Background: an optimization exercise with open tools, aiming at small area and a short achievable clock period. Do not read the settings as production practice. In this exercise RTL edits were held to simulation tests only and were not proved equivalent to the original. No activity file was given, so power comes from the tool's default toggle rates.

$ cat run.sh
#!/bin/bash
# synth_recipe.tcl (not shown) runs the flow's synth.tcl, then flattens the netlist and writes it again
# the make line also repeats each setting of config.mk as NAME=value (left out here)
make -C /OpenROAD-flow-scripts/flow DESIGN_CONFIG=/design/flow/config.mk WORK_HOME=/design/flow/orfs CLKGATE_MAP_FILE= SYNTH_SCRIPT=/design/flow/synth_recipe.tcl finish
$ cat config.mk
export PLATFORM = sky130hd
export DESIGN_NAME = regfile_param
export DESIGN_NICKNAME = regfile_param
export VERILOG_FILES = /design/flow/design.v
export SDC_FILE = /design/flow/constraint.sdc
export NUM_CORES = 4
export LEC_CHECK = 0
export CAP_MARGIN = 20
export CORE_MARGIN = 2
export CORE_UTILIZATION = 30
export SETUP_SLACK_MARGIN = 0.15
export SLEW_MARGIN = 20
$ cat constraint.sdc
create_clock -name core_clock -period 6.5 [get_ports {clk}]
set_input_delay 1.3000 -clock core_clock [delete_from_list [all_inputs] [get_ports {clk}]]
set_output_delay 1.3000 -clock core_clock [all_outputs]
set_load 0.01 [all_outputs]
$ cat design.v
module regfile_param #(
  parameter int XLEN     = 32,
  parameter int NREGS    = 32,
  parameter int ZERO_REG = 1,
  parameter int BYPASS   = 1,
  localparam int AW      = $clog2(NREGS)
) (
  input  logic            clk,
  input  logic            rst_n,
  input  logic            we,
  input  logic [AW-1:0]   wraddr,
  input  logic [XLEN-1:0] wrdata,
  input  logic [AW-1:0]   rs1,
  input  logic [AW-1:0]   rs2,
  output logic [XLEN-1:0] rdout1,
  output logic [XLEN-1:0] rdout2,
  output logic [NREGS-1:0] zflag,
  input  logic            dbg_req,
  input  logic            dbg_ready,
  output logic            dbg_valid,
  output logic [AW-1:0]   dbg_addr,
  output logic [XLEN-1:0] dbg_data,
  output logic            dbg_busy,
  output logic            dbg_done
);
  localparam logic [AW:0]   NREGS_W  = (AW+1)'(NREGS);
  localparam logic [AW-1:0] LAST_PTR = AW'(NREGS - 1);
  localparam bit            ZERO_EN  = (ZERO_REG != 0);
  localparam bit            BYP_EN   = (BYPASS != 0);
  typedef enum logic [1:0] {
    ST_IDLE = 2'd0,
    ST_LOAD = 2'd1,
    ST_SEND = 2'd2,
    ST_DONE = 2'd3
  } dump_state_t;
  logic [XLEN-1:0] regs_r [NREGS];
  logic            wr_qual_s;
  logic [NREGS-1:0] zflag_s;
  dump_state_t     state_r, state_nx_s;
  logic [AW-1:0]   ptr_r, ptr_nx_s;
  logic [XLEN-1:0] dbg_data_r, dbg_data_nx_s;
  logic [AW-1:0]   dbg_addr_r, dbg_addr_nx_s;
  logic            dbg_valid_r, dbg_busy_r, dbg_done_r;
  function automatic logic in_range(input logic [AW-1:0] addr);
    in_range = ({1'b0, addr} < NREGS_W);
  endfunction
  function automatic logic [XLEN-1:0] read_fn(input logic [AW-1:0]   addr,
                                              input logic [XLEN-1:0] stored,
                                              input logic            wr_hit,
                                              input logic [XLEN-1:0] wdata);
    logic [XLEN-1:0] val;
    if (!in_range(addr) || (ZERO_EN && (addr == {AW{1'b0}}))) begin
      val = {XLEN{1'b0}};
    end else if (BYP_EN && wr_hit) begin
      val = wdata;
    end else begin
      val = stored;
    end
    read_fn = val;
  endfunction
  always_comb begin
    wr_qual_s = we && in_range(wraddr) && !(ZERO_EN && (wraddr == {AW{1'b0}}));
  end
  always_ff @(posedge clk) begin
    if (!rst_n) begin
      for (int i = 0; i < NREGS; i++) begin
        regs_r[i] <= {XLEN{1'b0}};
      end
    end else if (wr_qual_s) begin
      regs_r[wraddr] <= wrdata;
    end
  end
  assign rdout1 = read_fn(rs1, regs_r[rs1], wr_qual_s && (wraddr == rs1), wrdata);
  assign rdout2 = read_fn(rs2, regs_r[rs2], wr_qual_s && (wraddr == rs2), wrdata);
  always_comb begin
    zflag_s = {NREGS{1'b0}};
    for (int i = 0; i < NREGS; i++) begin
      zflag_s[i] = (regs_r[i] == {XLEN{1'b0}});
    end
    if (ZERO_EN) begin
      zflag_s[0] = 1'b1;
    end else begin
      zflag_s[0] = (regs_r[0] == {XLEN{1'b0}});
    end
  end
  assign zflag = zflag_s;
  always_comb begin
    state_nx_s    = state_r;
    ptr_nx_s      = ptr_r;
    dbg_data_nx_s = dbg_data_r;
    dbg_addr_nx_s = dbg_addr_r;
    case (state_r)
      ST_IDLE: begin
        if (dbg_req) begin
          state_nx_s = ST_LOAD;
          ptr_nx_s   = {AW{1'b0}};
        end else begin
          state_nx_s = ST_IDLE;
        end
      end
      ST_LOAD: begin
        dbg_data_nx_s = read_fn(ptr_r, regs_r[ptr_r], wr_qual_s && (wraddr == ptr_r), wrdata);
        dbg_addr_nx_s = ptr_r;
        state_nx_s    = ST_SEND;
      end
      ST_SEND: begin
        if (dbg_ready) begin
          if (ptr_r == LAST_PTR) begin
            state_nx_s = ST_DONE;
          end else begin
            ptr_nx_s   = ptr_r + AW'(1'b1);
            state_nx_s = ST_LOAD;
          end
        end else begin
          state_nx_s = ST_SEND;
        end
      end
      ST_DONE: begin
        state_nx_s = ST_IDLE;
      end
      default: begin
        state_nx_s = ST_IDLE;
      end
    endcase
  end
  always_ff @(posedge clk) begin
    if (!rst_n) begin
      state_r     <= ST_IDLE;
      ptr_r       <= {AW{1'b0}};
      dbg_data_r  <= {XLEN{1'b0}};
      dbg_addr_r  <= {AW{1'b0}};
      dbg_valid_r <= 1'b0;
      dbg_busy_r  <= 1'b0;
      dbg_done_r  <= 1'b0;
    end else begin
      state_r     <= state_nx_s;
      ptr_r       <= ptr_nx_s;
      dbg_data_r  <= dbg_data_nx_s;
      dbg_addr_r  <= dbg_addr_nx_s;
      dbg_valid_r <= (state_nx_s == ST_SEND);
      dbg_busy_r  <= (state_nx_s != ST_IDLE);
      dbg_done_r  <= (state_nx_s == ST_DONE);
    end
  end
  assign dbg_valid = dbg_valid_r;
  assign dbg_addr  = dbg_addr_r;
  assign dbg_data  = dbg_data_r;
  assign dbg_busy  = dbg_busy_r;
  assign dbg_done  = dbg_done_r;
endmodule
==> impl_metrics.toml <==
[power_and_ir_drop]
worst_ir_drop_vdd_uv = 209
fin_total_pwr_uw = 18500
p_per_area_nw_per_um2 = 233
p_leak_uw = 0.0258

[timing]
setup_tns_ns = 0
fin_ws_ns = 0.143
maxSlewViolCount = 0
hold_viol = 0
post-route-period-util_pct = 97.8
worstMarginPinSlew_ns = 1.36
clock.fmax_mhz = 157
worst_clock_skew_ns = 0.0382
fin_crit_ns = 6.36
rsz0062_at_grt = "no"
setup_viol = 0
max_slew_margin_pct = 8.82
holdWs_ns = 0.458

[layout]
final_cell_mix = "1026 x and2_1, 1024 x edfxtp_1, 540 x mux4_2"
area_growth_pct = 15.8
nets = 5482
final_common_cell = "and2_1"
drive_gt1_share_pct = 24.4
utilization_pct = 34.9

[grt]
grt_max_degree = 105
grt_pass1_wl_um = 474000
overflow = 0
track_usage_pct = 29.8
first_global_vias = 52414
grt_antenna_before_repair = 48

[clocking]
cts.sinks = 1076
h-tree-depth = 3
clockBufferDepth = 3
cts_buffers = 115
postCtsSetupBuffers = 0
holdBufCountCts = 0
cts-resized-gates = 0
clkLatencyLatePin_ns = 0.80
cts_tree = "done"
path_clk_slew_ns = 0.06
root_buffer = "clkbuf_16"

[place]
place_ws_ns = 0.194
place_congestion = 1.04
dp.final_hpwl_um = 253000
numPortBuffers = 186

[synthesis]
syn_area_sq_um = 68500
synthArstFlopShare_pct = 0
avgSynthCellArea_sq_um = 12.9
synthFlopType = "edfxtp_1"
netlist.area_leader.share_pct = 44.9
yosysWarnings = 1
ys_seq_elements = 1076
synth_edf_count = 1024
synth_cell_type_count = 61
ys_seq_area_share_pct = 46.4
yosys-top-cells-area = "edfxtp_1 45%, mux4_2 18%, and2_1 9.4%, mux2i_1 5.9%, mux2_2 2.4%"
synthCells = 5299
yosys.area.top_type = "edfxtp_1"

[route]
wl_per_cell_um = 41.5
vias = 56508
routed_wl_um = 355000
dr.pass1.iters = 7
drc_errors = 0
first_iter_violations = 10484
antenna_left = 0
vias_per_cell = 6.60

[flow_run]
maxCapViolCount = 0

[floorplan]
die-area_sq_um = 232000
ios = 188
start_util_pct = 30.1
die_y_um = 482
coreArea_sq_um = 227000
die_x_um = 482
rows = 175

[setup_path]
worstPathArrival_ns = 5.06
crit_path_start_kind = "input port"
critPathKind = "in -> out"
required_ns = 5.20
critPathCaptureType = "primary output"
cp_max_fo = 6

[worst_hold_path]
hold_class = "reg -> reg"

[run_status]
outcome = "finished clean"
==> flip-flops by register name (all words and copies together), names as in the netlist, named ones only <==
signal and cells:
dbg_addr_r 5, dbg_busy_r 1, state_r 2, ptr_r 5
dbg_done_r 1, dbg_data_r 32, dbg_valid_r 1, regs_r 1024
==> cell usage after synthesis (26+ instances only) <==
library cell / n
buf_1: 37
or4b_2: 26
mux2_2: 147
nand2_1: 100
a211oi_1: 80
dfxtp_1: 52
mux2i_1: 407
and2_1: 1026
o211ai_1: 51
a221o_1: 45
nand3_1: 29
o22ai_1: 140
buf_2: 105
a22oi_1: 85
mux4_2: 540
a221oi_1: 60
clkbuf_1: 356
nor4_1: 248
o31ai_1: 37
a211o_1: 35
o21ai_0: 85
buf_4: 33
nor2_1: 107
nand2b_1: 57
nor2b_1: 60
edfxtp_1: 1024
a21oi_1: 110
a22o_1: 32
nand4_1: 74
==> layout make-up <==
cell class,instances,area (sq um)
fillers,22161,148000
inverters,9,33.8
diodes,23,57.6
clock buffers,137,3000
clock inverters,79,836
multi-input cells,3704,35000
repair buffers,521,4790
flip-flops and latches,1076,31800
well taps,3009,3760
==> logic make-up (layout without fill, tap and decap cells) <==
| group | after synthesis | in the layout | share of synthesized area (%) |
|---|---|---|---|
| other cells | 2 | 56 | 0.0110 |
| buf+inv | 550 | 746 | 3.50 |
| simple gates | 1772 | 1772 | 15.6 |
| flops | 1076 | 1076 | 46.4 |
| xor+xnor | 17 | 17 | 0.217 |
| mux | 1094 | 1094 | 26.1 |
| compound gates | 785 | 785 | 8.11 |
| fa+ha+maj | 3 | 3 | 0.0548 |
==> worst max-delay path, stage by stage <==
cell and delay [ns]:
buf_2 0.25, clkinv_1 0.57, buf_4 0.43, nor3_1 0.25, buf_4 0.29, a221o_1 0.50, a21oi_1 0.11, a21oi_1 0.65
clkdlybuf4s50_1 0.67
==> per-layer routing <==
metal / part of all wire [%] / wire [um] / GRT usage (%) / vias to the layer above
met2: 42 / 148000 / 43.1 / 5381
met1: 36 / 128000 / 38.1 / 28794
met3: 16 / 56700 / 12.6 / 973
met5: 0.066 / 236 / 0 / -
met4: 6.4 / 22900 / 14.7 / 36
li1: - / - / - / 21324
==> path summary, 6_finish.rpt <==
path	cells after the start	to	slack [ns]	start
min reg2reg	2	dbg_addr_r[4]$_SDFFE_PN0N_	0.46	dbg_addr_r[4]$_SDFFE_PN0N_
max	9	rdout2[19]	0.14	rs2[3]
min	2	dbg_addr_r[4]$_SDFFE_PN0N_	0.46	dbg_addr_r[4]$_SDFFE_PN0N_
max reg2reg	6	dbg_data_r[26]$_SDFFE_PN0N_	2.51	register
==> where the power goes <==
part | switching, uW | leakage [uW] | internal, uW
clock | 3080 | 0.00185 | 3890
sequential | 522 | 0.0102 | 7970
combinational | 1880 | 0.0138 | 1170
total | 5470 | 0.0258 | 13000
==> stage by stage <==
step | area (sq um) | instances
2_1_floorplan | 68600 | 5330
3_3_place_gp | 75200 | 8312
3_5_place_dp | 75300 | 8316
4_1_cts | 79200 | 8532
5_1_grt | 79300 | 8541
6_report | 79300 | 8558

what the ideal ports hide:
How much do the figures lean on ideal ports? The routed layout below was timed once more, with nothing changed but the port constraints.
Step 1 assumes that a clkbuf_16 drives the clock port and a buf_2 every other input.
Step 2 adds t to the input delays and takes it off the output delays; t is the mean of the earliest and latest rising clock arrival at the registers after step 1. Input paths then give back, and output paths get back, about the clock's delay inside the block.
a / b / c = no drivers / after step 1 / after step 2; a / b = the first two.
t (ns): 0.876
setup slack, ns: 0.143 / 0.047 / 0.047
worst setup path at the end: input to output
clock arrival spread, ns: 0.051 / 0.050
worst register clock-pin slew, ns: 0.07 / 0.07
After both steps this run still meets setup and hold. The setup slack of this run moves by -0.096 ns with the drivers and by -0.096 ns with both steps.
